From an optimization exercise on the open Yosys and OpenROAD flow, aimed at small area, a short achievable clock period and few clock cycles per item; shortcuts taken in it are not production practice.
Function was checked by simulation only, so behaviour that the tests miss may differ from the original.

$ cat design/flow/flow/run.sh
#!/bin/bash
# Layout flow:
#  2. the same ORFS synthesis script again, with each module synthesized on its
#     own (the S-box mini-boxes P and Q are small modules) and ABC run with the
#     script in flow/own.abc instead of ORFS's speed script, and no full-adder
#     extraction; its registers must come out identical (names and cell types)
#     to the standard synthesis, else the standard netlist is used;
#  3. the standard layout from floorplan on, with small input-port buffers
#     and buf_2 output-port buffers.
# Each tool's output goes to a log file of its own in this folder.
set -euo pipefail
WORK=$(pwd)
R=$WORK/orfs/results/$FLOW_PLATFORM/anubis_round_engine/base
bash standard.sh synth > synth_std.log 2>&1
cp "$R/1_2_yosys.v" "$WORK/std_synth.v"

# own synthesis
rm -rf "$WORK/own_scripts" "$WORK/own"
cp -r "$FLOW_HOME/scripts" "$WORK/own_scripts"
cp "$WORK/flow/own.abc" "$WORK/own_scripts/abc_speed.script"
make -C "$FLOW_HOME" DESIGN_CONFIG="$WORK/config.mk" WORK_HOME="$WORK/own" \
    CLKGATE_MAP_FILE= SYNTH_SCRIPT="$WORK/synth_recipe.tcl" SCRIPTS_DIR="$WORK/own_scripts" \
    SYNTH_HIERARCHICAL=1 SYNTH_MINIMUM_KEEP_SIZE=0 ADDER_MAP_FILE= synth > synth_own.log 2>&1 || true
OWN=$WORK/own/results/$FLOW_PLATFORM/anubis_round_engine/base/1_2_yosys.v

flops() {
    grep -E '^ *sky130_fd_sc_hd__[a-z0-9_]*(df|dl)[a-z0-9_]* ' "$1" | awk '{print $1, $2}' | sort
}
if [[ -s "$OWN" ]] && flops "$WORK/std_synth.v" > flops_std.txt && flops "$OWN" > flops_own.txt \
    && [[ -s flops_std.txt ]] && cmp -s flops_std.txt flops_own.txt; then
    echo "using own synthesis" > synth_choice.log
    cp "$OWN" "$R/1_2_yosys.v"
    rm -f "$R/1_synth.odb" "$R/1_synth.sdc"
else
    echo "registers differ or own synthesis failed: using the standard synthesis" > synth_choice.log
fi

export PRE_RESIZE_TCL=$WORK/flow/outbuf.tcl
bash standard.sh BUFFER_PORTS_ARGS="-inputs -buffer_cell sky130_fd_sc_hd__buf_1" finish > layout.log 2>&1
$ cat design/flow/flow/outbuf.tcl
# Buffer the output ports with a stronger buffer than the input ports get.
buffer_ports -outputs -buffer_cell sky130_fd_sc_hd__buf_2
$ cat design/flow/flow/own.abc
strash; &get -n; &deepsyn -T 10; &put; strash; &get -n; &dch -f; &nf; &put; topo; stime
$ cat design/flow/standard.sh
#!/bin/bash
# synth_recipe.tcl (not shown) runs the flow's synth.tcl, then flattens the netlist and writes it again
# the make line also repeats each setting of config.mk as NAME=value (left out here)
make -C /OpenROAD-flow-scripts/flow DESIGN_CONFIG=/design/flow/config.mk WORK_HOME=/design/flow/orfs CLKGATE_MAP_FILE= SYNTH_SCRIPT=/design/flow/synth_recipe.tcl "${@:-finish}"
$ cat design/flow/config.mk
export PLATFORM = sky130hd
export DESIGN_NAME = anubis_round_engine
export DESIGN_NICKNAME = anubis_round_engine
export VERILOG_FILES = /design/flow/design.v
export SDC_FILE = /design/flow/constraint.sdc
export NUM_CORES = 4
export LEC_CHECK = 0
export CAP_MARGIN = 20
export CORE_MARGIN = 2
export CORE_UTILIZATION = 50
export CTS_BUF_LIST = sky130_fd_sc_hd__clkbuf_16 sky130_fd_sc_hd__clkbuf_8
export CTS_CLUSTER_DIAMETER = 80
export CTS_CLUSTER_SIZE = 30
export PLACE_DENSITY = 0.6
export SETUP_SLACK_MARGIN = 4.15
export SLEW_MARGIN = 20
$ cat design/flow/constraint.sdc
create_clock -name core_clock -period 7.0 [get_ports {clk}]
set_input_delay 1.4000 -clock core_clock [delete_from_list [all_inputs] [get_ports {clk}]]
set_output_delay 1.4000 -clock core_clock [all_outputs]
set_load 0.01 [all_outputs]
$ cat design/flow/design.v
module anubis_round_engine #(
    parameter int ROUNDS = 12,
    parameter int IDXW   = 5
) (
    input  logic            clk,
    input  logic            reset,
    input  logic            in_valid,
    output logic            in_ready,
    input  logic [127:0]    in_dat,
    output logic [IDXW-1:0] rk_idx,
    input  logic [127:0]    rk_dat,
    output logic            out_valid,
    input  logic            out_ready,
    output logic [127:0]    out_dat
);
    function automatic logic [7:0] x2(input logic [7:0] x);
        x2 = {x[6:0], 1'b0} ^ (x[7] ? 8'h1d : 8'h00);
    endfunction
    function automatic logic [7:0] x4(input logic [7:0] x);
        x4 = x2(x2(x));
    endfunction
    function automatic logic [7:0] byte_of(input logic [127:0] v, input int unsigned n);
        byte_of = v[8*(15-n) +: 8];
    endfunction
    function automatic logic [31:0] theta_mix(input logic [31:0] g);
        logic [7:0] g0, g1, g2, g3, d01, d02, d13, d23;
        g0  = g[31:24];
        g1  = g[23:16];
        g2  = g[15:8];
        g3  = g[7:0];
        d01 = g0 ^ g1;
        d02 = g0 ^ g2;
        d13 = g1 ^ g3;
        d23 = g2 ^ g3;
        theta_mix = {x2(d13) ^ x4(d23),
                     x2(d02) ^ x4(d23),
                     x2(d13) ^ x4(d01),
                     x2(d02) ^ x4(d01)};
    endfunction
    logic [127:0] ra, rb;              
    logic         ph;                  
    logic         busy0, busy1;        
    logic [3:0]   rc0, rc1;            
    logic         ld;                  
    logic         mix_en;              
    logic         free;                
    logic         stall;
    logic [127:0] f_vec, g_vec, mix_vec, ra_nxt;
    assign stall   = out_valid & ~out_ready;
    assign in_ready = ld;
    assign out_dat = ra;
    for (genvar n = 0; n < 16; n++) begin : g_sbox
        localparam int unsigned SRC = 4 * (n % 4) + n / 4;
        logic [7:0] x, a, b, c, y;
        assign x = ra[8*(15-SRC) +: 8];
        anubis_pbox u_p1 (.x(x[7:4]), .y(a[7:4]));
        anubis_qbox u_q1 (.x(x[3:0]), .y(a[3:0]));
        anubis_qbox u_q2 (.x({a[7:6], a[3:2]}), .y(b[7:4]));
        anubis_pbox u_p2 (.x({a[5:4], a[1:0]}), .y(b[3:0]));
        assign f_vec[8*(15-n) +: 8] = {b[7:6], b[3:2], b[5:4], b[1:0]};
        assign c = rb[8*(15-n) +: 8];
        anubis_pbox u_p3 (.x(c[7:4]), .y(y[7:4]));
        anubis_qbox u_q3 (.x(c[3:0]), .y(y[3:0]));
        assign g_vec[8*(15-n) +: 8] = y;
    end
    always_comb begin
        for (int unsigned i = 0; i < 4; i++)
            mix_vec[32*(3-i) +: 32] = theta_mix(g_vec[32*(3-i) +: 32]);
        ra_nxt = (free ? in_dat : g_vec) ^ rk_dat ^ (mix_vec & {128{mix_en}});
    end
    always_ff @(posedge clk) begin
        if (!stall) begin
            ra <= ra_nxt;
            rb <= f_vec;
        end
    end
    logic       nph;
    logic       busy_cur, busy_oth, busy_cur_n;
    logic [3:0] rc_cur, rc_oth, rc_cur_n;
    logic       fin;
    assign rc_cur = ph ? rc1 : rc0;
    assign rc_oth = ph ? rc0 : rc1;
    assign busy_cur = ph ? busy1 : busy0;
    assign busy_oth = ph ? busy0 : busy1;
    always_comb begin
        nph      = ~ph;
        busy_cur_n = busy_cur;
        rc_cur_n = rc_cur;
        fin      = 1'b0;
        if (busy_cur) begin
            if (rc_cur == 4'(ROUNDS)) begin
                busy_cur_n = 1'b0;
                fin        = 1'b1;
            end
            rc_cur_n = rc_cur + 4'd1;
        end else if (ld && in_valid) begin
            busy_cur_n = 1'b1;
            rc_cur_n   = 4'd1;
        end
    end
    always_ff @(posedge clk) begin
        if (reset) begin
            ph        <= 1'b0;
            busy0     <= 1'b0;
            busy1     <= 1'b0;
            rc0       <= 4'd0;
            rc1       <= 4'd0;
            ld        <= 1'b1;
            mix_en    <= 1'b0;
            free      <= 1'b1;
            out_valid <= 1'b0;
            rk_idx    <= '0;
        end else if (!stall) begin
            ph        <= nph;
            if (ph) begin
                rc1   <= rc_cur_n;
                busy1 <= busy_cur_n;
            end else begin
                rc0   <= rc_cur_n;
                busy0 <= busy_cur_n;
            end
            out_valid <= fin;
            ld        <= ~busy_oth & ~fin & ~(ld & in_valid);
            mix_en    <= busy_oth & (rc_oth != 4'(ROUNDS));
            free      <= ~busy_oth;
            rk_idx    <= busy_oth ? IDXW'(rc_oth) : '0;
        end
    end
endmodule
module anubis_pbox (
    input  logic [3:0] x,
    output logic [3:0] y
);
    localparam logic [63:0] T = 64'h128769adcb450ef3;
    assign y = T[4*x +: 4];
endmodule
module anubis_qbox (
    input  logic [3:0] x,
    output logic [3:0] y
);
    localparam logic [63:0] T = 64'h81b7d40fc32a65e9;
    assign y = T[4*x +: 4];
endmodule
==> key figures, run 1 <==
Floorplanning
  • Die ar.: 0.0508 mm^2
  • FP Rows: 81
  • # IOs: between 300 and 400
  • Chip width: roughly 230 um
  • Die height: around 230 um
  • Core Area: just under 0.05 mm^2
  • Initial core utilization: approximately 50%

Clocking
  • H-tree depth: 1
  • CTS tree: yes
  • Total CTS buffers: 24
  • Root buffer cell: clkbuf_16
  • Hold Buf Count CTS: 0
  • Clk buf depth: 3
  • Clock latency at the later pin of the worst-skew pair: between 0.5 and 0.6 ns
  • CTS sink count: ~280
  • Clock slew at reported path FFs: 0.09 ns

Setup path
  • CP Max Fanout: 7
  • Worst Setup SP: rb[18]$_DFFE_PN_
  • CP arrival: around 3.1 ns
  • Crit Path Category: register to register
  • FF-to-FF End: ra[10]$_DFFE_PN_
  • Crit. End Element: register
  • R2R depth: 8
  • R2r startpoint: rb[18]$_DFFE_PN_
  • CP required: between 7 and 8 ns
  • CP startpoint kind: register
  • Reg2reg setup slack: approximately 4.2 ns

STA
  • Tcrit/Tclk final: between 30% and 40%
  • Fmax: 0.358 GHz
  • Setup TNS: 0 ns
  • Unrepaired setup endpoints after global routing: true
  • Setup violations, final: 0
  • WHS: roughly 0.47 ns
  • Final hold viol count: 0
  • Worst slew pin tran: 0.800 ns
  • Min cycle time layout: 2.79 ns
  • Slew Limit Headroom: a little under half
  • Fin. max-slew vios: 0
  • Layout Skew: between 0.03 and 0.04 ns

Place
  • DP HPWL: 56100 um
  • Dpl cells: around 3700
  • PortBufs: approximately 260
  • Routability cong.: ~0.9

Global route
  • Initial antenna violation count: 0
  • Largest net degree at the start of global routing: 185
  • Vias in the first global route: between 20000 and 25000
  • GRT Overall Usage: ~28%
  • First-pass GRT wire length: between 100000 and 150000 um
  • GR Overflow Total: 0

Cells and area
  • Fin util: between 50% and 60%
  • Fill cells: 4352
  • Fraction of layout cells with a size suffix above 1: approximately 8.5%
  • Final Non-Filler Cells: approximately 3800
  • Area grow syn2layout: 15.9%
  • Final #Nets: approximately 3400

Drt
  • M1 WL: approximately 32000 um
  • DRC: 0
  • Met2 WL: 34700 um
  • Routed WL: just over 70000 um
  • Initial drt markers: between 1500 and 2000
  • DR WL met3: ~3700 um
  • Max layer used: met4
  • Avg WL per Cell: about 19 um
  • Vias/cell: roughly 5.7
  • Vias after detailed routing: between 20000 and 25000
  • DRT antenna net count: 0
  • 1st-pass router iterations: 6

Hold path
  • Hold Crit Depth: 2
  • HP Class: register to register
  • Hold Path Sink: rk_idx[2]$_SDFFE_PP0N_
  • Worst Hold Launch: rk_idx[2]$_SDFFE_PP0N_

Yosys
  • Syn Nets: around 3000
  • Synth warnings: 1
  • Synth Cell Area: 0.0245 mm^2
  • Mean Syn Cell Area: a little over 9 um^2
  • Syn Inst Count: roughly 2700

Job
  • Max cap viols: 0

Run status
  • Status: timing/DRC/antenna clean
==> critical path, cell delays in order, from the launching register on <==
cell and delay, ns:
edfxtp_1 0.51, o21ai_0 0.31, o21ai_0 0.22, o21ai_1 0.45, xor2_1 0.21, xnor2_1 0.11, or2_0 0.25, o21ai_0 0.38
xnor2_1 0.10
==> stage by stage <==
step | area, um^2 | worst slack (ns)
after floorplan | 24600 | 4.09
after global placement | 26400 | 3.54
after detailed placement | 27000 | 3.54
after CTS | 28000 | 4.07
after global routing | 28400 | 4.02
final | 28400 | 4.21
==> cell usage in the layout, fill, tap and decap left out, drive strengths merged <==
master / n
a21oi: 181
nor2: 58
edfxtp: 256
a21boi: 1
or2: 62
buf: 411
a31oi: 48
a21o: 2
o21ai: 197
conb: 1
o221ai: 48
nor4: 1
o211ai: 2
a22oi: 1
or4: 1
nand2: 218
a32o: 50
inv: 10
or3: 1
xor2: 203
nor2b: 2
dfxtp: 19
diode: 2
clkinv: 108
xnor2: 518
and3b: 48
nand3: 67
nor3: 96
and3: 7
o31ai: 49
o31a: 1
clkbuf: 25
a211o: 1
nand2b: 258
mux2i: 184
==> how the worst max path moves through the flow <==
stage                     cells after the start                  end  slack, ns
after floorplan                               6  mix_en$_SDFFE_PP0N_       4.09
after global placement                        4     rb[28]$_DFFE_PN_       3.54
after detailed placement                      4     rb[97]$_DFFE_PN_       3.54
after CTS                                     8     ra[59]$_DFFE_PN_       4.07
after global routing                          8     ra[10]$_DFFE_PN_       4.02
final                                         8     ra[10]$_DFFE_PN_       4.21
==> flip-flops by register name, summed over array words and instances (netlist names) <==
name       cells
busy0          1
busy1          1
rk_idx         4
ra           128
ld             1
rb           128
rc1            4
ph             1
out_valid      1
mix_en         1
free           1
rc0            4
==> per-layer routing <==
metal  up-vias  GRT usage [%]
met2       587           47.4
li1      10489              -
met5         -              0
met4         0           7.75
met3       100           2.61
met1     10318           36.8
==> cell type report <==
class / instances / area (um^2) / share of cell area, %
Antenna cell: 2 / 5.00 / 0.0176
Clock buffer: 25 / 626 / 2.20
Clock inverter: 18 / 166 / 0.586
Inverter: 100 / 403 / 1.42
Multi-Input combinational cell: 2306 / 16600 / 58.3
Sequential cell: 275 / 8080 / 28.4
Tap cell: 622 / 778 / 2.74
Timing Repair Buffer: 411 / 1790 / 6.31
==> what timing repair did <==
action | in CTS | in global routing
pin swaps | 0 | 12
hold endpoints to repair | 0 | 0
gates resized for setup | 40 | 53
setup endpoints to repair | 108 | 75
setup buffers | 0 | 13
Testbench counts, summed over its fixed seeds: cycles 6,680, items 512.
==> inputs of run 2 (changes only) <==
--- a/design/flow/config.mk
+++ b/design/flow/config.mk
@@ -12,5 +12,5 @@
 export CTS_CLUSTER_DIAMETER = 80
 export CTS_CLUSTER_SIZE = 30
 export PLACE_DENSITY = 0.6
-export SETUP_SLACK_MARGIN = 4.15
+export SETUP_SLACK_MARGIN = 4.1
 export SLEW_MARGIN = 20
==> key figures, run 2 <==
STA
  • Tcrit/Tclk final: 40.2% (was 39.9%)
  • Worst slew pin tran: 1.03 ns (was 0.800 ns)
  • Slew Limit Headroom: 31.0% (was 46.4%)
  • Unrepaired setup endpoints after global routing: true (unchanged)
  • Layout Skew: 0.0178 ns (was 0.0336 ns)
  • WHS: 0.464 ns (was 0.469 ns)
  • Fmax: 0.355 GHz (was 0.358 GHz)
  • Setup violations, final: 0 (unchanged)
  • Min cycle time layout: 2.81 ns (was 2.79 ns)
  • Final hold viol count: 0 (unchanged)
  • Fin. max-slew vios: 0 (unchanged)
  • Setup TNS: 0 ns (unchanged)

Setup path
  • Crit path max-delay cell type: edfxtp_1 (unchanged)
  • CP startpoint kind: register (unchanged)
  • CP required: 7.33 ns (about the same)
  • CP arrival: 3.14 ns (was 3.12 ns)
  • CP top delay family: XOR/XNOR gates (was compound AO/OA/AOI/OAI gates)
  • Crit-path cells: and3b_1 > or2_0 > xnor2_2 > xor2_2 > xor2_2 > xnor2_2 > mux2i_1 > xnor2_1 (was o21ai_0 > o21ai_0 > o21ai_1 > xor2_1 > xnor2_1 > or2_0 > o21ai_0 > xnor2_1)
  • Critical path depth: 8 (unchanged)
  • Crit Path Category: register to register (unchanged)
  • Slowest stage delay, CP: 0.46 ns (was 0.51 ns)
  • R2R depth: 8 (unchanged)
  • CP Buf/Inv Count: 0 (unchanged)
  • Crit. End Element: register (unchanged)
  • CP Max Fanout: 5 (was 7)

Clocking
  • CTS sink count: 275 (unchanged)
  • Total CTS buffers: 26 (was 24)
  • CTS tree: yes (unchanged)
  • Hold Buf Count CTS: 0 (unchanged)
  • Clock slew at reported path FFs: 0.08 ns (was 0.09 ns)
  • H-tree depth: 1 (unchanged)
  • Root buffer cell: clkbuf_16 (unchanged)
  • Clk buf depth: 3 (unchanged)
  • Clock latency at the later pin of the worst-skew pair: 0.57 ns (about the same)

Place
  • DP HPWL: 56500 um (was 56100 um)
  • PortBufs: 259 (unchanged)
  • Routability cong.: 0.906 (was 0.894)

Floorplanning
  • Die height: 225 um (unchanged)
  • Die ar.: 0.0508 mm^2 (unchanged)
  • Chip width: 225 um (unchanged)
  • # IOs: 395 (unchanged)
  • Initial core utilization: 50.4% (unchanged)
  • Core Area: 0.0486 mm^2 (unchanged)
  • FP Rows: 81 (unchanged)

Cells and area
  • Commonest non-fill, non-tap cell in the layout: xnor2_1 (unchanged)
  • Final #Nets: 3380 (was 3378)
  • ANT cells: 0 (was 2)
  • Fraction of layout cells with a size suffix above 1: 8.15% (was 8.48%)
  • Biggest regs: ra: 128 flops, rb: 128 flops (unchanged)
  • Fill cells: 4293 (was 4352)
  • Commonest cells after routing, fill and taps aside: xnor2_1, buf_1, nand2b_1, edfxtp_1, nand2_1 (unchanged)
  • Area grow syn2layout: 15.9% (about the same)

Drt
  • DRT antenna net count: 0 (unchanged)
  • 1st-pass router iterations: 5 (was 6)
  • DRC: 0 (unchanged)
  • Avg WL per Cell: 19.3 um (was 19.1 um)
  • Routed WL: 72500 um (was 71800 um)
  • Initial drt markers: 1443 (was 1580)
  • Vias after detailed routing: 21456 (was 21494)
  • Vias/cell: 5.70 (was 5.72)

Global route
  • First-pass GRT wire length: 108000 um (was 110000 um)
  • Initial antenna violation count: 0 (unchanged)
  • Largest net degree at the start of global routing: 224 (was 185)
  • Vias in the first global route: 20032 (was 20215)
  • GRT Overall Usage: 27.3% (was 27.5%)
  • GR Overflow Total: 0 (unchanged)

Yosys
  • Syn Inst Count: 2682 (unchanged)
  • Synth warnings: 1 (unchanged)
  • Mean Syn Cell Area: 9.14 um^2 (unchanged)
  • Synth Cell Area: 0.0245 mm^2 (unchanged)
  • Syn Nets: 2942 (unchanged)

Run status
  • Status: timing/DRC/antenna clean (unchanged)

Job
  • Max cap viols: 0 (unchanged)

Hold path
  • Hold Crit Depth: 2 (unchanged)
  • HP Class: register to register (unchanged)
## run 2: cell type report
| type | count | area, um^2 | share of cell area (%) |
|---|---|---|---|
| Multi-Input combinational cell | 2306 | 16500 | 58.0 |
| Timing Repair Buffer | 411 | 1780 | 6.26 |
| Clock buffer | 27 | 676 | 2.38 |
| Sequential cell | 275 | 8080 | 28.4 |
| Clock inverter | 21 | 221 | 0.780 |
| Tap cell | 622 | 778 | 2.74 |
| Inverter | 100 | 405 | 1.43 |
## run 2: path summary, 6_finish.rpt
path                          startpoint                     end  slack, ns
setup / recovery        rb[76]$_DFFE_PN_        ra[92]$_DFFE_PN_       4.19
hold / removal    rk_idx[2]$_SDFFE_PP0N_  rk_idx[2]$_SDFFE_PP0N_       0.46
setup reg to reg        rb[76]$_DFFE_PN_        ra[92]$_DFFE_PN_       4.19
hold reg to reg   rk_idx[2]$_SDFFE_PP0N_  rk_idx[2]$_SDFFE_PP0N_       0.46
## run 2: metrics by stage
step                worst slack (ns)  instance area, um^2  utilization [%]  std cells
global route                    4.03                28400             58.4       3762
CTS                             4.06                28100             57.7       3750
floorplan                       4.08                24600                -       2682
global placement                3.71                26400             54.2       3568
finish                          4.19                28400             58.4       3762
detailed placement              3.68                27000             55.6       3702
## run 2: tightest hold or removal path, stage by stage (launching register included)
cell and delay, ns:
dfxtp_1 0.33, nand2_1 0.04, o21ai_0 0.06
## run 2: what timing repair did
action	CTS	global route
endpoints found under the hold margin	0	0
buffers inserted	0	12
resized for setup	23	43
setup endpoints to repair	29	46
pin swaps	0	8
## run 2: metal layers
metal	vias up	GRT usage, %	part of all wire [%]
met4	0	7.05	2.5
met1	10262	36.4	44
li1	10503	-	-
met3	96	2.32	4.8
met5	-	0	0
met2	595	47.6	49
==> inputs of run 3 (changes only) <==
--- a/design/flow/config.mk
+++ b/design/flow/config.mk
@@ -12,5 +12,5 @@
 export CTS_CLUSTER_DIAMETER = 80
 export CTS_CLUSTER_SIZE = 30
 export PLACE_DENSITY = 0.6
-export SETUP_SLACK_MARGIN = 4.1
+export SETUP_SLACK_MARGIN = 4.0
 export SLEW_MARGIN = 20
==> key figures, run 3 <==
Global route
  • First-pass GRT wire length: 107000 um (was 108000 um)
  • GRT Overall Usage: 26.9% (was 27.3%)
  • GR Overflow Total: 0 (unchanged)
  • Vias in the first global route: 19998 (was 20032)
  • Initial antenna violation count: 0 (unchanged)
  • Largest net degree at the start of global routing: 192 (was 224)

Setup path
  • CP startpoint kind: register (unchanged)
  • Crit Path Category: register to register (unchanged)
  • Critical Path Most Common Cell: xnor2_1
  • CP arrival: 3.23 ns (was 3.14 ns)
  • R2R depth: 8 (unchanged)
  • Crit-path cells: and3b_1 > or2_0 > xnor2_2 > xor2_4 > xor2_1 > xnor2_1 > mux2i_1 > xnor2_1 (was and3b_1 > or2_0 > xnor2_2 > xor2_2 > xor2_2 > xnor2_2 > mux2i_1 > xnor2_1)
  • Crit path max-delay cell type: edfxtp_1 (unchanged)
  • CP Max Fanout: 5 (unchanged)
  • Slowest stage delay, CP: 0.45 ns (was 0.46 ns)
  • CP required: 7.34 ns (was 7.33 ns)
  • Crit. End Element: register (unchanged)

Cells and area
  • Biggest regs: ra: 128 flops, rb: 128 flops (unchanged)
  • Fin util: 58.2% (was 58.4%)
  • Commonest non-fill, non-tap cell in the layout: xnor2_1 (unchanged)
  • Area grow syn2layout: 15.5% (was 15.9%)
  • Fraction of layout cells with a size suffix above 1: 7.20% (was 8.15%)
  • Commonest cells after routing, fill and taps aside: xnor2_1, buf_1, nand2b_1, edfxtp_1, nand2_1 (unchanged)
  • Final #Nets: 3367 (was 3380)

STA
  • Setup TNS: 0 ns (unchanged)
  • Fmax: 0.345 GHz (was 0.355 GHz)
  • Unrepaired setup endpoints after global routing: false (was true)
  • Tcrit/Tclk final: 41.4% (was 40.2%)
  • Slew Limit Headroom: 39.8% (was 31.0%)
  • Fin. max-slew vios: 0 (unchanged)
  • Setup violations, final: 0 (unchanged)
  • Worst slew pin tran: 0.903 ns (was 1.03 ns)
  • Final hold viol count: 0 (unchanged)
  • Min cycle time layout: 2.89 ns (was 2.81 ns)
  • Layout Skew: 0.0366 ns (was 0.0178 ns)

Place
  • PortBufs: 259 (unchanged)
  • Routability cong.: 0.921 (was 0.906)
  • DP HPWL: 55200 um (was 56500 um)

Floorplanning
  • Initial core utilization: 50.4% (unchanged)
  • Die ar.: 0.0508 mm^2 (unchanged)
  • Die height: 225 um (unchanged)
  • Chip width: 225 um (unchanged)
  • FP Rows: 81 (unchanged)
  • # IOs: 395 (unchanged)
  • Core Area: 0.0486 mm^2 (unchanged)

Run status
  • Status: timing/DRC/antenna clean (unchanged)

Drt
  • DRT antenna net count: 0 (unchanged)
  • Initial drt markers: 1296 (was 1443)
  • 1st-pass router iterations: 5 (unchanged)
  • Avg WL per Cell: 18.8 um (was 19.3 um)
  • Routed WL: 70300 um (was 72500 um)
  • Vias/cell: 5.68 (was 5.70)
  • DRC: 0 (unchanged)
  • Vias after detailed routing: 21283 (was 21456)

Yosys
  • Syn Nets: 2942 (unchanged)
  • Synth Cell Area: 0.0245 mm^2 (unchanged)
  • Mean Syn Cell Area: 9.14 um^2 (unchanged)
  • Synth warnings: 1 (unchanged)
  • Syn Inst Count: 2682 (unchanged)

Clocking
  • Clock slew at reported path FFs: 0.11 ns (was 0.08 ns)
  • H-tree depth: 1 (unchanged)
  • Root buffer cell: clkbuf_16 (unchanged)
  • CTS sink count: 275 (unchanged)
  • Total CTS buffers: 25 (was 26)
  • CTS tree: yes (unchanged)
  • Clk buf depth: 3 (unchanged)
  • Clock latency at the later pin of the worst-skew pair: 0.59 ns (was 0.57 ns)

Hold path
  • Hold Crit Depth: 2 (unchanged)
  • HP Class: register to register (unchanged)

Job
  • Max cap viols: 0 (unchanged)
[run 3: layout make-up]
cell class | count | area (um^2)
fill | 4291 | 20300
multi-input combinational | 2306 | 16300
sequential | 275 | 8080
timing repair buffer | 399 | 1700
tap | 622 | 778
clock buffer | 25 | 626
inverter | 100 | 402
clock inverter | 21 | 394
antenna | 1 | 2.50
[run 3: repair_timing]
action | CTS | global route
setup endpoints to repair | 13 | 110
resized for setup | 9 | 36
hold buffers | 0 | 0
pin swaps | 0 | 2
buffers inserted | 0 | 2
[run 3: path summary, 6_finish.rpt]
path         slack, ns                      to                   start
max               4.11       ra[123]$_DFFE_PN_       rb[108]$_DFFE_PN_
min               0.47  rk_idx[0]$_SDFFE_PP0N_  rk_idx[0]$_SDFFE_PP0N_
max reg2reg       4.11       ra[123]$_DFFE_PN_       rb[108]$_DFFE_PN_
min reg2reg       0.47  rk_idx[0]$_SDFFE_PP0N_  rk_idx[0]$_SDFFE_PP0N_
[run 3: per-stage QoR]
stage          cell area, um^2  hold slack, ns  setup WS (ns)  std cells
6_report                 28300           0.472           4.11       3749
3_5_place_dp             27000           0.446           3.54       3700
3_3_place_gp             26300           0.463           3.59       3566
2_1_floorplan            24600           0.443           4.00       2682
4_1_cts                  28100           0.472           4.01       3746
5_1_grt                  28300           0.520           4.00       3748
[run 3: critical path: cells and delay by family, from the launching register on]
family | cells | cell delay [ns]
muxes | 1 | 0.35
DFF | 1 | 0.45
and+or+nand+nor | 2 | 0.48
xor gates and xnor gates | 5 | 1.37
[run 3: per-layer routing]
layer / global-route usage (%) / part of all wire, % / vias to the layer above
met5: 0 / 0 / -
met4: 5.98 / 2.3 / 0
met3: 2.24 / 3.9 / 84
met2: 48.2 / 50 / 517
met1: 35.3 / 44 / 10204
li1: - / - / 10478
==> inputs of run 4 (changes only) <==
--- a/design/flow/flow/run.sh
+++ b/design/flow/flow/run.sh
@@ -36,4 +36,5 @@
 fi
 
 export PRE_RESIZE_TCL=$WORK/flow/outbuf.tcl
+export CTS_ARGS="-sink_clustering_enable -repair_clock_nets -sink_clustering_size 30 -sink_clustering_max_diameter 80 -buf_list {sky130_fd_sc_hd__clkbuf_16 sky130_fd_sc_hd__clkbuf_8} -dont_use_dummy_load"
 bash standard.sh BUFFER_PORTS_ARGS="-inputs -buffer_cell sky130_fd_sc_hd__buf_1" finish > layout.log 2>&1
--- a/design/flow/config.mk
+++ b/design/flow/config.mk
@@ -12,5 +12,5 @@
 export CTS_CLUSTER_DIAMETER = 80
 export CTS_CLUSTER_SIZE = 30
 export PLACE_DENSITY = 0.6
-export SETUP_SLACK_MARGIN = 4.0
+export SETUP_SLACK_MARGIN = 4.1
 export SLEW_MARGIN = 20
==> key figures, run 4 <==
Run status
  • Status: timing/DRC/antenna clean (unchanged)

Clocking
  • H-tree depth: 1 (unchanged)
  • Root buffer cell: clkbuf_16 (unchanged)
  • Clock slew at reported path FFs: 0.08 ns (was 0.11 ns)
  • Clk buf depth: 3 (unchanged)
  • CTS tree: yes (unchanged)
  • Clock latency at the later pin of the worst-skew pair: 0.56 ns (was 0.59 ns)
  • Total CTS buffers: 26 (was 25)
  • CTS sink count: 275 (unchanged)

Hold path
  • HP Class: register to register (unchanged)
  • Worst Hold Launch: rk_idx[2]$_SDFFE_PP0N_ (was rk_idx[0]$_SDFFE_PP0N_)
  • Hold Path Sink: rk_idx[2]$_SDFFE_PP0N_ (was rk_idx[0]$_SDFFE_PP0N_)
  • Hold Crit Depth: 2 (unchanged)

Setup path
  • Crit-path cells: and3b_1 > or2_0 > xnor2_2 > xor2_2 > xor2_2 > xnor2_2 > mux2i_1 > xnor2_1 (was and3b_1 > or2_0 > xnor2_2 > xor2_4 > xor2_1 > xnor2_1 > mux2i_1 > xnor2_1)
  • R2R depth: 8 (unchanged)
  • FF-to-FF End: ra[92]$_DFFE_PN_ (was ra[123]$_DFFE_PN_)
  • CP startpoint kind: register (unchanged)
  • CP Buf/Inv Count: 0 (unchanged)
  • CP Max Fanout: 5 (unchanged)
  • Slowest stage delay, CP: 0.46 ns (was 0.45 ns)
  • Crit. End Element: register (unchanged)
  • Crit Path Category: register to register (unchanged)
  • CP required: 7.31 ns (was 7.34 ns)
  • Reg2reg setup slack: 4.18 ns (was 4.11 ns)
  • CP top delay family: XOR/XNOR gates (unchanged)
  • CP arrival: 3.13 ns (was 3.23 ns)
  • R2r startpoint: rb[76]$_DFFE_PN_ (was rb[108]$_DFFE_PN_)
  • Crit path max-delay cell type: edfxtp_1 (unchanged)

Yosys
  • Synth Cell Area: 0.0245 mm^2 (unchanged)
  • Syn Nets: 2942 (unchanged)
  • Mean Syn Cell Area: 9.14 um^2 (unchanged)
  • Synth warnings: 1 (unchanged)
  • Syn Inst Count: 2682 (unchanged)

STA
  • WHS: 0.461 ns (was 0.472 ns)
  • Final hold viol count: 0 (unchanged)
  • Unrepaired setup endpoints after global routing: true (was false)
  • Min cycle time layout: 2.82 ns (was 2.89 ns)
  • Setup TNS: 0 ns (unchanged)
  • Setup violations, final: 0 (unchanged)
  • Worst slew pin tran: 1.03 ns (was 0.903 ns)
  • Fmax: 0.355 GHz (was 0.345 GHz)
  • Layout Skew: 0.0327 ns (was 0.0366 ns)
  • Crit path setup slack, layout: 4.18 ns (was 4.11 ns)
  • Fin. max-slew vios: 0 (unchanged)
  • Slew Limit Headroom: 31.0% (was 39.8%)
  • Tcrit/Tclk final: 40.3% (was 41.4%)

Drt
  • DRT antenna net count: 0 (unchanged)
  • DRC: 0 (unchanged)
  • Vias after detailed routing: 21436 (was 21283)
  • Max layer used: met4 (unchanged)
  • M1 WL: 31900 um (was 30900 um)
  • Met2 WL: 35300 um (was 35100 um)
  • Vias/cell: 5.73 (was 5.68)
  • DR WL met3: 3490 um (was 2750 um)
  • Routed WL: 72600 um (was 70300 um)
  • Initial drt markers: 1451 (was 1296)
  • 1st-pass router iterations: 5 (unchanged)
  • Avg WL per Cell: 19.4 um (was 18.8 um)

Cells and area
  • Multi-input logic area: 0.0165 mm^2 (was 0.0163 mm^2)
  • Final #Nets: 3380 (was 3367)
  • Fraction of layout cells with a size suffix above 1: 7.54% (was 7.20%)
  • Storage cell area: 0.00808 mm^2 (unchanged)
  • ANT cells: 0 (was 1)
  • Area grow syn2layout: 14.9% (was 15.5%)
  • Fill cells: 4325 (was 4291)
  • Commonest non-fill, non-tap cell in the layout: xnor2_1 (unchanged)
  • Biggest regs: ra: 128 flops, rb: 128 flops (unchanged)
  • Commonest cells after routing, fill and taps aside: xnor2_1, buf_1, nand2b_1, edfxtp_1, nand2_1 (unchanged)

Place
  • Dpl ws: 3.68 ns (was 3.54 ns)
  • Routability cong.: 0.906 (was 0.921)
  • PortBufs: 259 (unchanged)
  • DP HPWL: 56500 um (was 55200 um)

Global route
  • GR Overflow Total: 0 (unchanged)
  • Initial antenna violation count: 0 (unchanged)
  • Largest net degree at the start of global routing: 224 (was 192)
  • First-pass GRT wire length: 108000 um (was 107000 um)
  • Vias in the first global route: 20008 (was 19998)
  • GRT Overall Usage: 27.3% (was 26.9%)

Floorplanning
  • Initial core utilization: 50.4% (unchanged)
  • # IOs: 395 (unchanged)
  • Die ar.: 0.0508 mm^2 (unchanged)
  • FP Rows: 81 (unchanged)
  • Core Area: 0.0486 mm^2 (unchanged)
  • Chip width: 225 um (unchanged)
  • Die height: 225 um (unchanged)

Job
  • Max cap viols: 0 (unchanged)
-- run 4: worst max path at each step --
stage / slack, ns / cells after the start / endpoint / start
finish: 4.18 / 8 / ra[92]$_DFFE_PN_ / rb[76]$_DFFE_PN_
global placement: 3.71 / 4 / ra[117]$_DFFE_PN_ / out_ready
detailed placement: 3.68 / 4 / ra[117]$_DFFE_PN_ / out_ready
floorplan: 4.08 / 6 / mix_en$_SDFFE_PP0N_ / out_ready
global route: 4.03 / 8 / ra[10]$_DFFE_PN_ / rb[18]$_DFFE_PN_
CTS: 4.10 / 8 / ra[10]$_DFFE_PN_ / rb[2]$_DFFE_PN_
-- run 4: final cells by class --
type,instances,area share (%)
clock buffers,26,2.31
multi-input cells,2306,58.5
inverters,100,1.44
well taps,622,2.76
flip-flops and latches,275,28.7
repair buffers,411,6.31
-- run 4: per-stage QoR --
step / cell area (um^2) / instances / utilization [%]
global route: 28200 / 3740 / 57.9
detailed placement: 27000 / 3702 / 55.6
floorplan: 24600 / 2682 / -
global placement: 26400 / 3568 / 54.2
CTS: 27900 / 3728 / 57.3
finish: 28200 / 3740 / 57.9
-- run 4: worst reg2reg max path, stage by stage, from the launching register on --
cell and delay [ns]:
edfxtp_1 0.46, and3b_1 0.24, or2_0 0.27, xnor2_2 0.34, xor2_2 0.34, xor2_2 0.29, xnor2_2 0.20, mux2i_1 0.33
xnor2_1 0.09
-- run 4: per-layer routing --
metal / vias to the layer above / global-route usage [%]
met3: 95 / 2.39
met5: - / 0
met1: 10252 / 36.2
li1: 10479 / -
met4: 0 / 7.22
met2: 610 / 47.6
-- run 4: timing repair --
action / 4_1_cts / 5_1_grt
gates resized for setup: 26 / 40
hold buffers: 0 / 0
setup buffers: 0 / 12
pin swaps: 0 / 9
setup endpoints to repair: 29 / 46
==> inputs of run 5 (changes only) <==
--- a/design/flow/config.mk
+++ b/design/flow/config.mk
@@ -12,5 +12,5 @@
 export CTS_CLUSTER_DIAMETER = 80
 export CTS_CLUSTER_SIZE = 30
 export PLACE_DENSITY = 0.6
-export SETUP_SLACK_MARGIN = 4.1
+export SETUP_SLACK_MARGIN = 4.2
 export SLEW_MARGIN = 20
==> key figures, run 5 <==
Run status
  • Status: timing/DRC/antenna clean (unchanged)

Setup path
  • Crit-path cells: o21ai_0 > o21ai_0 > o21ai_1 > xor2_1 > xnor2_1 > or2_0 > o21ai_0 > xnor2_1 (was and3b_1 > or2_0 > xnor2_2 > xor2_2 > xor2_2 > xnor2_2 > mux2i_1 > xnor2_1)
  • Critical path depth: 8 (unchanged)
  • R2R depth: 8 (unchanged)
  • CP top delay family: compound AO/OA/AOI/OAI gates (was XOR/XNOR gates)
  • Crit Path Category: register to register (unchanged)
  • Crit path max-delay cell type: edfxtp_1 (unchanged)
  • CP required: 7.30 ns (was 7.31 ns)
  • FF-to-FF End: ra[18]$_DFFE_PN_ (was ra[92]$_DFFE_PN_)
  • CP Max Fanout: 7 (was 5)
  • Slowest stage delay, CP: 0.48 ns (was 0.46 ns)
  • Crit path to: ra[18]$_DFFE_PN_ (was ra[92]$_DFFE_PN_)
  • Worst Setup SP: rb[10]$_DFFE_PN_ (was rb[76]$_DFFE_PN_)
  • CP Buf/Inv Count: 0 (unchanged)
  • CP arrival: 3.10 ns (was 3.13 ns)
  • Critical Path Most Common Cell: o21ai_0
  • Reg2reg setup slack: 4.20 ns (was 4.18 ns)
  • Crit. End Element: register (unchanged)
  • R2r startpoint: rb[10]$_DFFE_PN_ (was rb[76]$_DFFE_PN_)
  • CP startpoint kind: register (unchanged)

Drt
  • DRT antenna net count: 0 (unchanged)
  • Routed WL: 71800 um (was 72600 um)
  • DRC: 0 (unchanged)
  • 1st-pass router iterations: 6 (was 5)
  • Vias after detailed routing: 21402 (was 21436)
  • Avg WL per Cell: 19.2 um (was 19.4 um)
  • Initial drt markers: 1521 (was 1451)
  • Vias/cell: 5.73 (about the same)

Floorplanning
  • # IOs: 395 (unchanged)
  • FP Rows: 81 (unchanged)
  • Chip width: 225 um (unchanged)
  • Initial core utilization: 50.4% (unchanged)
  • Die height: 225 um (unchanged)
  • Core Area: 0.0486 mm^2 (unchanged)
  • Die ar.: 0.0508 mm^2 (unchanged)

STA
  • Final hold viol count: 0 (unchanged)
  • Setup TNS: 0 ns (unchanged)
  • Unrepaired setup endpoints after global routing: true (unchanged)
  • Fin. max-slew vios: 0 (unchanged)
  • Min cycle time layout: 2.80 ns (was 2.82 ns)
  • WHS: 0.467 ns (was 0.461 ns)
  • Setup violations, final: 0 (unchanged)
  • Fmax: 0.357 GHz (was 0.355 GHz)
  • Layout Skew: 0.0463 ns (was 0.0327 ns)
  • Worst slew pin tran: 0.930 ns (was 1.03 ns)
  • Tcrit/Tclk final: 40.0% (was 40.3%)
  • Slew Limit Headroom: 38.0% (was 31.0%)

Yosys
  • Synth Cell Area: 0.0245 mm^2 (unchanged)
  • Syn Nets: 2942 (unchanged)
  • Syn Inst Count: 2682 (unchanged)
  • Mean Syn Cell Area: 9.14 um^2 (unchanged)
  • Synth warnings: 1 (unchanged)

Clocking
  • Root buffer cell: clkbuf_16 (unchanged)
  • Hold Buf Count CTS: 0 (unchanged)
  • CTS tree: yes (unchanged)
  • H-tree depth: 1 (unchanged)
  • Total CTS buffers: 23 (was 26)
  • CTS sink count: 275 (unchanged)
  • Clk buf depth: 3 (unchanged)
  • Clock latency at the later pin of the worst-skew pair: 0.56 ns (about the same)
  • Clock slew at reported path FFs: 0.08 ns (about the same)

Cells and area
  • Multi-input logic area: 0.0166 mm^2 (was 0.0165 mm^2)
  • Area grow syn2layout: 15.2% (was 14.9%)
  • Storage cell area: 0.00808 mm^2 (unchanged)
  • Fraction of layout cells with a size suffix above 1: 8.38% (was 7.54%)
  • Commonest cells after routing, fill and taps aside: xnor2_1, buf_1, nand2b_1, edfxtp_1, nand2_1 (unchanged)
  • Final #Nets: 3378 (was 3380)
  • Commonest non-fill, non-tap cell in the layout: xnor2_1 (unchanged)
  • Fill cells: 4289 (was 4325)
  • ANT cells: 0 (unchanged)
  • Biggest regs: ra: 128 flops, rb: 128 flops (unchanged)

Global route
  • Largest net degree at the start of global routing: 189 (was 224)
  • First-pass GRT wire length: 107000 um (was 108000 um)
  • Routing usage on met3: 3.27% (was 2.39%)
  • GR Layer Usage met2: 46.7% (was 47.6%)
  • GR Overflow Total: 0 (unchanged)
  • Vias in the first global route: 20185 (was 20008)
  • M1 GR Usage: 34.4% (was 36.2%)
  • Initial antenna violation count: 0 (unchanged)
  • GRT Overall Usage: 27.0% (was 27.3%)
  • Gr busiest metal: met2 (unchanged)

Hold path
  • HP Class: register to register (unchanged)

Job
  • Max cap viols: 0 (unchanged)

Place
  • DP HPWL: 55800 um (was 56500 um)
  • PortBufs: 259 (unchanged)
  • Routability cong.: 0.886 (was 0.906)
run 5: layout make-up:
cell class,instances,area share [%]
multi-input cells,2306,58.8
flip-flops and latches,275,28.6
repair buffers,411,6.32
well taps,622,2.76
clock buffers,23,2.04
inverters,100,1.43
repair inverters,1,0.0399
run 5: worst min-delay path by stage:
stage,from,end,slack (ns),cells past startpoint
5_1_grt,rk_idx[2]$_SDFFE_PP0N_,rk_idx[2]$_SDFFE_PP0N_,0.51,2
2_1_floorplan,rc0[3]$_SDFFE_PP0P_,rc0[3]$_SDFFE_PP0P_,0.45,2
4_1_cts,rk_idx[2]$_SDFFE_PP0N_,rk_idx[2]$_SDFFE_PP0N_,0.48,2
3_3_place_gp,rc1[3]$_SDFFE_PP0P_,rc1[3]$_SDFFE_PP0P_,0.46,2
3_5_place_dp,rk_idx[2]$_SDFFE_PP0N_,rk_idx[2]$_SDFFE_PP0N_,0.46,2
6_report,rk_idx[0]$_SDFFE_PP0N_,rk_idx[0]$_SDFFE_PP0N_,0.47,2
run 5: worst min-delay path, stage by stage (launching register included):
cell,delay [ns]
dfxtp_1,0.33
nand2_1,0.04
o21ai_0,0.06
run 5: timing repair:
item	4_1_cts	5_1_grt
resized for setup	46	55
setup buffers	4	9
pin swaps	7	7
setup endpoints to repair	114	120
gates cloned	0	1
run 5: through the flow:
step                      setup WS (ns)  instances  cell area [um^2]  util, %
after floorplan                    4.09       2682             24600        -
final                              4.20       3738             28200     58.0
after CTS                          4.16       3728             27900     57.3
after global routing               4.11       3738             28200     58.0
after detailed placement           3.54       3701             27000     55.6
after global placement             3.55       3567             26400     54.2
run 5: layer usage:
layer | vias up | wire length (um)
li1 | 10495 | -
met1 | 10125 | 30800
met2 | 627 | 34400
met3 | 155 | 3760
met4 | 0 | 2780
met5 | - | 0
==> inputs of run 6 (changes only) <==
--- a/design/flow/flow/run.sh
+++ b/design/flow/flow/run.sh
@@ -36,5 +36,5 @@
 fi
 
 export PRE_RESIZE_TCL=$WORK/flow/outbuf.tcl
-export CTS_ARGS="-sink_clustering_enable -repair_clock_nets -sink_clustering_size 30 -sink_clustering_max_diameter 80 -buf_list {sky130_fd_sc_hd__clkbuf_16 sky130_fd_sc_hd__clkbuf_8} -dont_use_dummy_load"
+export CTS_ARGS="-sink_clustering_enable -repair_clock_nets -sink_clustering_size 40 -sink_clustering_max_diameter 100 -buf_list {sky130_fd_sc_hd__clkbuf_16} -dont_use_dummy_load"
 bash standard.sh BUFFER_PORTS_ARGS="-inputs -buffer_cell sky130_fd_sc_hd__buf_1" finish > layout.log 2>&1
--- a/design/flow/config.mk
+++ b/design/flow/config.mk
@@ -12,5 +12,5 @@
 export CTS_CLUSTER_DIAMETER = 80
 export CTS_CLUSTER_SIZE = 30
 export PLACE_DENSITY = 0.6
-export SETUP_SLACK_MARGIN = 4.2
+export SETUP_SLACK_MARGIN = 4.3
 export SLEW_MARGIN = 20
==> key figures, run 6 <==
Drt
  • Initial drt markers: 1513 (was 1521)
  • DRC: 0 (unchanged)
  • Routed WL: 73500 um (was 71800 um)
  • Vias/cell: 5.73 (about the same)
  • DRT antenna net count: 0 (unchanged)
  • 1st-pass router iterations: 5 (was 6)
  • Avg WL per Cell: 19.3 um (was 19.2 um)
  • Vias after detailed routing: 21742 (was 21402)

Setup path
  • Crit path max-delay cell type: edfxtp_1 (unchanged)
  • Crit-path cells: buf_2 (was o21ai_0 > o21ai_0 > o21ai_1 > xor2_1 > xnor2_1 > or2_0 > o21ai_0 > xnor2_1)
  • Crit path to: out_dat[119] (was ra[18]$_DFFE_PN_)
  • CP arrival: 1.27 ns (was 3.10 ns)
  • CP required: 5.60 ns (was 7.30 ns)
  • CP top delay family: flip-flops (was compound AO/OA/AOI/OAI gates)
  • FF-to-FF End: ra[91]$_DFFE_PN_ (was ra[18]$_DFFE_PN_)
  • Reg2reg setup slack: 4.34 ns (was 4.20 ns)
  • Slowest stage delay, CP: 0.53 ns (was 0.48 ns)
  • CP Buf/Inv Count: 1 (was 0)
  • CP Max Fanout: 7 (unchanged)
  • R2R depth: 8 (unchanged)
  • CP startpoint kind: register (unchanged)
  • Critical path depth: 1 (was 8)
  • Crit Path Category: register to output pin (was register to register)
  • Crit. End Element: output pin (was register)
  • R2r startpoint: rb[76]$_DFFE_PN_ (was rb[10]$_DFFE_PN_)
  • Worst Setup SP: ra[119]$_DFFE_PN_ (was rb[10]$_DFFE_PN_)

Hold path
  • HP Class: register to register (unchanged)

Yosys
  • Synth Cell Area: 0.0245 mm^2 (unchanged)
  • Mean Syn Cell Area: 9.14 um^2 (unchanged)
  • Syn Nets: 2942 (unchanged)
  • Synth warnings: 1 (unchanged)
  • Syn Inst Count: 2682 (unchanged)

Clocking
  • Clock latency at the later pin of the worst-skew pair: 0.55 ns (was 0.56 ns)
  • Clk buf depth: 3 (unchanged)
  • Root buffer cell: clkbuf_16 (unchanged)
  • H-tree depth: 1 (unchanged)
  • Clock slew at reported path FFs: 0.10 ns (was 0.08 ns)
  • Total CTS buffers: 16 (was 23)
  • CTS tree: yes (unchanged)
  • CTS sink count: 275 (unchanged)

Floorplanning
  • Die height: 225 um (unchanged)
  • FP Rows: 81 (unchanged)
  • Core Area: 0.0486 mm^2 (unchanged)
  • Die ar.: 0.0508 mm^2 (unchanged)
  • Initial core utilization: 50.4% (unchanged)
  • # IOs: 395 (unchanged)
  • Chip width: 225 um (unchanged)

Cells and area
  • Area grow syn2layout: 17.5% (was 15.2%)
  • Fraction of layout cells with a size suffix above 1: 10.9% (was 8.38%)
  • Final #Nets: 3434 (was 3378)
  • Commonest cells after routing, fill and taps aside: xnor2_1, buf_1, nand2b_1, edfxtp_1, nand2_1 (unchanged)
  • Fill cells: 4242 (was 4289)
  • Multi-input logic area: 0.0168 mm^2 (was 0.0166 mm^2)
  • Storage cell area: 0.00808 mm^2 (unchanged)
  • Biggest regs: ra: 128 flops, rb: 128 flops (unchanged)
  • Commonest non-fill, non-tap cell in the layout: xnor2_1 (unchanged)
  • Final Cell Area: 0.0288 mm^2 (was 0.0282 mm^2)

STA
  • Final hold viol count: 0 (unchanged)
  • Tcrit/Tclk final: 38.1% (was 40.0%)
  • Worst slew pin tran: 0.877 ns (was 0.930 ns)
  • Layout Skew: 0.0467 ns (was 0.0463 ns)
  • Fmax: 0.375 GHz (was 0.357 GHz)
  • Setup TNS: 0 ns (unchanged)
  • Min cycle time layout: 2.67 ns (was 2.80 ns)
  • Setup violations, final: 0 (unchanged)
  • Unrepaired setup endpoints after global routing: true (unchanged)
  • Slew Limit Headroom: 41.5% (was 38.0%)
  • Fin. max-slew vios: 0 (unchanged)

Run status
  • Status: timing/DRC/antenna clean (unchanged)

Place
  • Routability cong.: 0.888 (was 0.886)
  • DP HPWL: 56200 um (was 55800 um)
  • PortBufs: 259 (unchanged)
  • Area after DPL: 0.0270 mm^2 (unchanged)

Job
  • Max cap viols: 0 (unchanged)

Global route
  • GR Overflow Total: 0 (unchanged)
  • Largest net degree at the start of global routing: 132 (was 189)
  • First-pass GRT wire length: 108000 um (was 107000 um)
  • Vias in the first global route: 20105 (was 20185)
  • Initial antenna violation count: 1 (was 0)
  • GRT Overall Usage: 27.5% (was 27.0%)
==> run 6: final cells by class <==
type                            count  area share [%]
Multi-Input combinational cell   2306            58.4
Sequential cell                   275            28.0
Timing Repair Buffer              473            7.90
Tap cell                          622            2.70
Inverter                          100            1.40
Clock buffer                       16            1.39
Timing Repair inverter              2           0.113
Antenna cell                        2          0.0174
==> run 6: metal layers <==
metal  GRT usage [%]  share of wire, %  routed length [um]
met2            47.2                48               35300
met3            2.93               5.7                4210
met1            36.6                43               31700
met5               0                 0                   0
met4            8.25               3.0                2230
==> run 6: metrics by stage <==
| step | cells | hold WS (ns) | setup WS [ns] | util, % |
|---|---|---|---|---|
| after floorplan | 2682 | 0.446 | 4.09 | - |
| after global placement | 3567 | 0.478 | 3.64 | 54.2 |
| after detailed placement | 3701 | 0.451 | 3.59 | 55.6 |
| after CTS | 3746 | 0.471 | 4.29 | 57.7 |
| after global routing | 3795 | 0.494 | 4.20 | 59.2 |
| final | 3796 | 0.468 | 4.33 | 59.2 |
==> run 6: timing repair <==
| item | in CTS | in global routing |
|---|---|---|
| pin swaps | 10 | 30 |
| gates cloned | 2 | 0 |
| setup buffers | 27 | 48 |
| resized for setup | 69 | 80 |
| setup endpoints to repair | 71 | 64 |
| hold buffers | 0 | 0 |
==> run 6: worst min path at each step <==
stage | from | to | cells past startpoint
floorplan | rc1[3]$_SDFFE_PP0P_ | rc1[3]$_SDFFE_PP0P_ | 2
global route | rk_idx[3]$_SDFFE_PP0N_ | rk_idx[3]$_SDFFE_PP0N_ | 2
CTS | rk_idx[3]$_SDFFE_PP0N_ | rk_idx[3]$_SDFFE_PP0N_ | 2
global placement | rc1[0]$_SDFFE_PP0P_ | rc1[0]$_SDFFE_PP0P_ | 2
finish | rk_idx[3]$_SDFFE_PP0N_ | rk_idx[3]$_SDFFE_PP0N_ | 2
detailed placement | rk_idx[3]$_SDFFE_PP0N_ | rk_idx[3]$_SDFFE_PP0N_ | 2
==> inputs of run 7 (changes only) <==
--- a/design/flow/config.mk
+++ b/design/flow/config.mk
@@ -12,5 +12,5 @@
 export CTS_CLUSTER_DIAMETER = 80
 export CTS_CLUSTER_SIZE = 30
 export PLACE_DENSITY = 0.6
-export SETUP_SLACK_MARGIN = 4.3
+export SETUP_SLACK_MARGIN = 4.25
 export SLEW_MARGIN = 20
==> key figures, run 7 <==
Drt
  • Vias/cell: 5.74 (was 5.73)
  • DRT antenna net count: 0 (unchanged)
  • 1st-pass router iterations: 5 (unchanged)
  • Avg WL per Cell: 19.3 um (about the same)
  • Initial drt markers: 1424 (was 1513)
  • DRC: 0 (unchanged)
  • Routed WL: 72600 um (was 73500 um)
  • Vias after detailed routing: 21610 (was 21742)

Floorplanning
  • Chip width: 225 um (unchanged)
  • Die ar.: 0.0508 mm^2 (unchanged)
  • Core Area: 0.0486 mm^2 (unchanged)
  • # IOs: 395 (unchanged)
  • FP Rows: 81 (unchanged)
  • Die height: 225 um (unchanged)
  • Initial core utilization: 50.4% (unchanged)

Global route
  • First-pass GRT wire length: 107000 um (was 108000 um)
  • Largest net degree at the start of global routing: 193 (was 132)
  • GRT Overall Usage: 27.1% (was 27.5%)
  • Vias in the first global route: 19858 (was 20105)
  • Initial antenna violation count: 2 (was 1)
  • GR Overflow Total: 0 (unchanged)

STA
  • Tcrit/Tclk final: 38.8% (was 38.1%)
  • Final hold viol count: 0 (unchanged)
  • Layout Skew: 0.0340 ns (was 0.0467 ns)
  • Setup TNS: 0 ns (unchanged)
  • Crit path setup slack, layout: 4.28 ns (was 4.33 ns)
  • Min cycle time layout: 2.72 ns (was 2.67 ns)
  • Fin. max-slew vios: 0 (unchanged)
  • Worst slew pin tran: 0.940 ns (was 0.877 ns)
  • Setup violations, final: 0 (unchanged)
  • Fmax: 0.368 GHz (was 0.375 GHz)
  • WHS: 0.472 ns (was 0.468 ns)
  • Unrepaired setup endpoints after global routing: true (unchanged)
  • Slew Limit Headroom: 37.3% (was 41.5%)

Clocking
  • Hold Buf Count CTS: 0 (unchanged)
  • CTS sink count: 275 (unchanged)
  • Total CTS buffers: 19 (was 16)
  • Root buffer cell: clkbuf_16 (unchanged)
  • Clock slew at reported path FFs: 0.10 ns (about the same)
  • H-tree depth: 1 (unchanged)
  • Clk buf depth: 3 (unchanged)
  • CTS tree: yes (unchanged)
  • Clock latency at the later pin of the worst-skew pair: 0.55 ns (about the same)

Setup path
  • Critical path depth: 1 (unchanged)
  • CP top delay family: flip-flops (unchanged)
  • CP arrival: 1.32 ns (was 1.27 ns)
  • CP startpoint kind: register (unchanged)
  • Slowest stage delay, CP: 0.58 ns (was 0.53 ns)
  • CP Buf/Inv Count: 1 (unchanged)
  • CP Max Fanout: 6 (was 7)
  • CP required: 5.60 ns (about the same)
  • Reg2reg setup slack: 4.28 ns (was 4.34 ns)
  • FF-to-FF End: ra[51]$_DFFE_PN_ (was ra[91]$_DFFE_PN_)
  • Crit Path Category: register to output pin (unchanged)
  • Crit. End Element: output pin (unchanged)
  • R2R depth: 8 (unchanged)
  • R2r startpoint: rb[37]$_DFFE_PN_ (was rb[76]$_DFFE_PN_)
  • Worst Setup SP: ra[75]$_DFFE_PN_ (was ra[119]$_DFFE_PN_)
  • Crit-path cells: buf_2 (unchanged)
  • Crit path max-delay cell type: edfxtp_1 (unchanged)
  • Crit path to: out_dat[75] (was out_dat[119])

Place
  • Dpl cells: 3701 (unchanged)
  • Dpl ws: 3.54 ns (was 3.59 ns)
  • PortBufs: 259 (unchanged)
  • DP HPWL: 55700 um (was 56200 um)
  • Routability cong.: 0.883 (was 0.888)

Yosys
  • Syn Nets: 2942 (unchanged)
  • Synth warnings: 1 (unchanged)
  • Synth Cell Area: 0.0245 mm^2 (unchanged)
  • Syn Inst Count: 2682 (unchanged)
  • Mean Syn Cell Area: 9.14 um^2 (unchanged)

Job
  • Max cap viols: 0 (unchanged)

Cells and area
  • Fill cells: 4272 (was 4242)
  • Fraction of layout cells with a size suffix above 1: 9.89% (was 10.9%)
  • Biggest regs: ra: 128 flops, rb: 128 flops (unchanged)
  • Final Non-Filler Cells: 3766 (was 3796)
  • Commonest non-fill, non-tap cell in the layout: xnor2_1 (unchanged)
  • Area grow syn2layout: 16.6% (was 17.5%)
  • Final #Nets: 3406 (was 3434)
  • ANT cells: 0 (was 2)
  • Commonest cells after routing, fill and taps aside: xnor2_1, buf_1, nand2b_1, edfxtp_1, nand2_1 (unchanged)

Hold path
  • HP Class: register to register (unchanged)

Run status
  • Status: timing/DRC/antenna clean (unchanged)
-- run 7: cell type report --
cell class	count	area [um^2]	share of cell area, %
inverters	100	403	1.41
multi-input cells	2306	16800	58.8
repair buffers	443	2040	7.14
flip-flops and latches	275	8080	28.3
clock buffers	19	475	1.66
well taps	622	778	2.72
repair inverters	1	11.3	0.0394
-- run 7: metrics by stage --
stage | utilization [%] | area [um^2]
floorplan | - | 24600
CTS | 57.4 | 27900
global placement | 54.2 | 26400
finish | 58.7 | 28600
detailed placement | 55.6 | 27000
global route | 58.7 | 28600
-- run 7: what timing repair did --
| action | CTS | global route |
|---|---|---|
| buffers inserted | 9 | 36 |
| cloned | 0 | 1 |
| resized for setup | 63 | 72 |
| endpoints found under the setup margin | 122 | 126 |
| pin swaps | 11 | 23 |
-- run 7: routing by layer --
layer,part of all wire (%),vias to the layer above,global-route usage (%)
li1,-,10504,-
met1,44,10369,35.8
met2,48,620,46.5
met5,0.018,-,0
met3,5.0,115,3.09
met4,3.0,2,8.25
-- run 7: worst min path at each step --
stage | endpoint | depth (start not counted) | slack, ns | startpoint
after floorplan | rc0[3]$_SDFFE_PP0P_ | 2 | 0.45 | rc0[3]$_SDFFE_PP0P_
after global placement | rc1[3]$_SDFFE_PP0P_ | 2 | 0.46 | rc1[3]$_SDFFE_PP0P_
after detailed placement | rk_idx[0]$_SDFFE_PP0N_ | 2 | 0.45 | rk_idx[0]$_SDFFE_PP0N_
after CTS | rk_idx[0]$_SDFFE_PP0N_ | 2 | 0.48 | rk_idx[0]$_SDFFE_PP0N_
after global routing | rk_idx[0]$_SDFFE_PP0N_ | 2 | 0.49 | rk_idx[0]$_SDFFE_PP0N_
final | rk_idx[1]$_SDFFE_PP0N_ | 1 | 0.47 | rk_idx[1]$_SDFFE_PP0N_
==> inputs of run 8 (changes only) <==
--- a/design/flow/config.mk
+++ b/design/flow/config.mk
@@ -12,5 +12,5 @@
 export CTS_CLUSTER_DIAMETER = 80
 export CTS_CLUSTER_SIZE = 30
 export PLACE_DENSITY = 0.6
-export SETUP_SLACK_MARGIN = 4.25
+export SETUP_SLACK_MARGIN = 4.1
 export SLEW_MARGIN = 20
==> key figures, run 8 <==
Drt
  • Met2 WL: 35000 um (about the same)
  • Initial drt markers: 1659 (was 1424)
  • Vias/cell: 5.73 (was 5.74)
  • DRT antenna net count: 0 (unchanged)
  • Max layer used: met4 (was met5)
  • Vias after detailed routing: 21376 (was 21610)
  • M1 WL: 32000 um (was 31900 um)
  • 1st-pass router iterations: 6 (was 5)
  • DRC: 0 (unchanged)

Global route
  • GRT Overall Usage: 27.1% (about the same)
  • Initial antenna violation count: 0 (was 2)
  • First-pass GRT wire length: 107000 um (about the same)
  • Vias in the first global route: 19898 (was 19858)
  • GR Overflow Total: 0 (unchanged)

Floorplanning
  • FP Rows: 81 (unchanged)
  • Die height: 225 um (unchanged)
  • Core Area: 0.0486 mm^2 (unchanged)
  • # IOs: 395 (unchanged)
  • Die ar.: 0.0508 mm^2 (unchanged)
  • Initial core utilization: 50.4% (unchanged)

Run status
  • Status: timing/DRC/antenna clean (unchanged)

STA
  • Worst slew pin tran: 1.03 ns (was 0.940 ns)
  • Slew Limit Headroom: 31.7% (was 37.3%)
  • Crit path setup slack, layout: 4.23 ns (was 4.28 ns)
  • Fmax: 0.361 GHz (was 0.368 GHz)
  • Setup TNS: 0 ns (unchanged)
  • Tcrit/Tclk final: 39.6% (was 38.8%)
  • WHS: 0.471 ns (was 0.472 ns)
  • Unrepaired setup endpoints after global routing: true (unchanged)
  • Fin. max-slew vios: 0 (unchanged)

Place
  • Routability cong.: 0.906 (was 0.883)
  • Dpl ws: 3.68 ns (was 3.54 ns)
  • DP HPWL: 56500 um (was 55700 um)
  • PortBufs: 259 (unchanged)
  • Area after DPL: 0.0270 mm^2 (about the same)

Clocking
  • Clock latency at the later pin of the worst-skew pair: 0.54 ns (was 0.55 ns)
  • Clk buf depth: 3 (unchanged)
  • CTS tree: yes (unchanged)
  • CTS sink count: 275 (unchanged)
  • Clock slew at reported path FFs: 0.10 ns (about the same)
  • H-tree depth: 1 (unchanged)

Yosys
  • Mean Syn Cell Area: 9.14 um^2 (unchanged)
  • Syn Nets: 2942 (unchanged)
  • Synth Cell Area: 0.0245 mm^2 (unchanged)
  • Synth warnings: 1 (unchanged)
  • Syn Inst Count: 2682 (unchanged)

Setup path
  • R2R depth: 8 (unchanged)
  • Reg2reg setup slack: 4.23 ns (was 4.28 ns)
  • FF-to-FF End: ra[83]$_DFFE_PN_ (was ra[51]$_DFFE_PN_)
  • Crit-path cells: and3b_1 > or2_0 > xnor2_2 > xor2_2 > xor2_2 > xnor2_1 > mux2i_1 > xnor2_1 (was buf_2)
  • R2r startpoint: rb[76]$_DFFE_PN_ (was rb[37]$_DFFE_PN_)
  • Worst Setup SP: rb[76]$_DFFE_PN_ (was ra[75]$_DFFE_PN_)
  • Crit Path Category: register to register (was register to output pin)
  • Crit path max-delay cell type: edfxtp_1 (unchanged)
  • CP arrival: 3.05 ns (was 1.32 ns)
  • CP required: 7.28 ns (was 5.60 ns)
  • Slowest stage delay, CP: 0.45 ns (was 0.58 ns)
  • Crit. End Element: register (was output pin)

Cells and area
  • Final #Nets: 3371 (was 3406)
  • Area grow syn2layout: 14.0% (was 16.6%)
  • Fraction of layout cells with a size suffix above 1: 7.37% (was 9.89%)
  • Biggest regs: ra: 128 flops, rb: 128 flops (unchanged)
  • Commonest non-fill, non-tap cell in the layout: xnor2_1 (unchanged)
  • Final Cell Area: 0.0279 mm^2 (was 0.0286 mm^2)

Hold path
  • HP Class: register to register (unchanged)
  • Hold Crit Depth: 2 (was 1)
  • Hold Path Sink: rk_idx[2]$_SDFFE_PP0N_ (was rk_idx[1]$_SDFFE_PP0N_)
  • Worst Hold Launch: rk_idx[2]$_SDFFE_PP0N_ (was rk_idx[1]$_SDFFE_PP0N_)

Job
  • Max cap viols: 0 (unchanged)
## run 8: worst max path at each step
stage	end	cells past startpoint
floorplan	mix_en$_SDFFE_PP0N_	6
global placement	ra[117]$_DFFE_PN_	4
detailed placement	ra[117]$_DFFE_PN_	4
CTS	ra[123]$_DFFE_PN_	8
global route	ra[59]$_DFFE_PN_	9
finish	ra[83]$_DFFE_PN_	8
## run 8: layout make-up
class / instances / area, um^2
repair buffers: 411 / 1780
inverters: 100 / 405
clock buffers: 17 / 425
well taps: 622 / 778
flip-flops and latches: 275 / 8080
fillers: 4351 / 20700
multi-input cells: 2306 / 16500
## run 8: layer usage
metal | track usage (%) | vias up
li1 | - | 10455
met1 | 36.0 | 10221
met4 | 6.86 | 0
met2 | 47.4 | 598
met5 | 0 | -
met3 | 2.48 | 102
## run 8: per-stage QoR
step / cells / utilization (%)
2_1_floorplan: 2682 / -
3_3_place_gp: 3568 / 54.2
3_5_place_dp: 3702 / 55.6
4_1_cts: 3719 / 56.7
5_1_grt: 3731 / 57.4
6_report: 3731 / 57.4
## run 8: critical path, delay by kind of cell, from the launching register on
kind,cells,cell delay [ns]
simple gates,2,0.51
mux,1,0.33
xor+xnor,5,1.24
flops,1,0.45
## run 8: timing repair
action	4_1_cts	5_1_grt
hold buffers	0	0
hold endpoints to repair	0	0
buffers inserted	0	12
resized for setup	23	47
pin swaps	0	9
endpoints found under the setup margin	29	47

==> port drivers added, routing unchanged <==
The flow's constraints put no driver on any port. The routed layouts listed below were extracted and timed again, unchanged, in two steps.
Step 1 (the two cells are an assumption about what drives the block):
set clk [get_ports {clk}]
set_driving_cell -lib_cell sky130_fd_sc_hd__clkbuf_16 $clk
set_driving_cell -lib_cell sky130_fd_sc_hd__buf_2 [delete_from_list [all_inputs] $clk]
Step 2 times the ports against the registers' clock, not the clock port: input delays grow and output delays shrink by t, the midpoint of the rising clock arrivals with the driver on.
a / b / c = no drivers / after step 1 / after step 2; a / b = the first two.
| run | shift t [ns] | setup slack, ns | hold WS [ns] |
|---|---|---|---|
| run 1 | 0.619 | 4.206 / 4.183 / 3.684 | 0.469 / 0.469 / 0.469 |
| run 2 | 0.633 | 4.186 / 4.145 / 3.727 | 0.464 / 0.464 / 0.464 |
| run 3 | 0.637 | 4.105 / 4.105 / 3.603 | 0.472 / 0.472 / 0.472 |
| run 4 | 0.614 | 4.180 / 4.126 / 3.715 | 0.461 / 0.461 / 0.461 |
| run 5 | 0.592 | 4.202 / 4.178 / 3.981 | 0.467 / 0.467 / 0.467 |
| run 6 | 0.583 | 4.334 / 4.276 / 4.082 | 0.468 / 0.468 / 0.468 |
| run 7 | 0.589 | 4.281 / 4.221 / 3.954 | 0.472 / 0.472 / 0.472 |
| run 8 | 0.577 | 4.229 / 4.188 / 3.764 | 0.471 / 0.471 / 0.471 |
After both steps setup and hold are still met in every run listed. For run 1, which loses most, drivers alone change the setup slack by -0.023 ns; drivers and shift together by -0.522 ns.
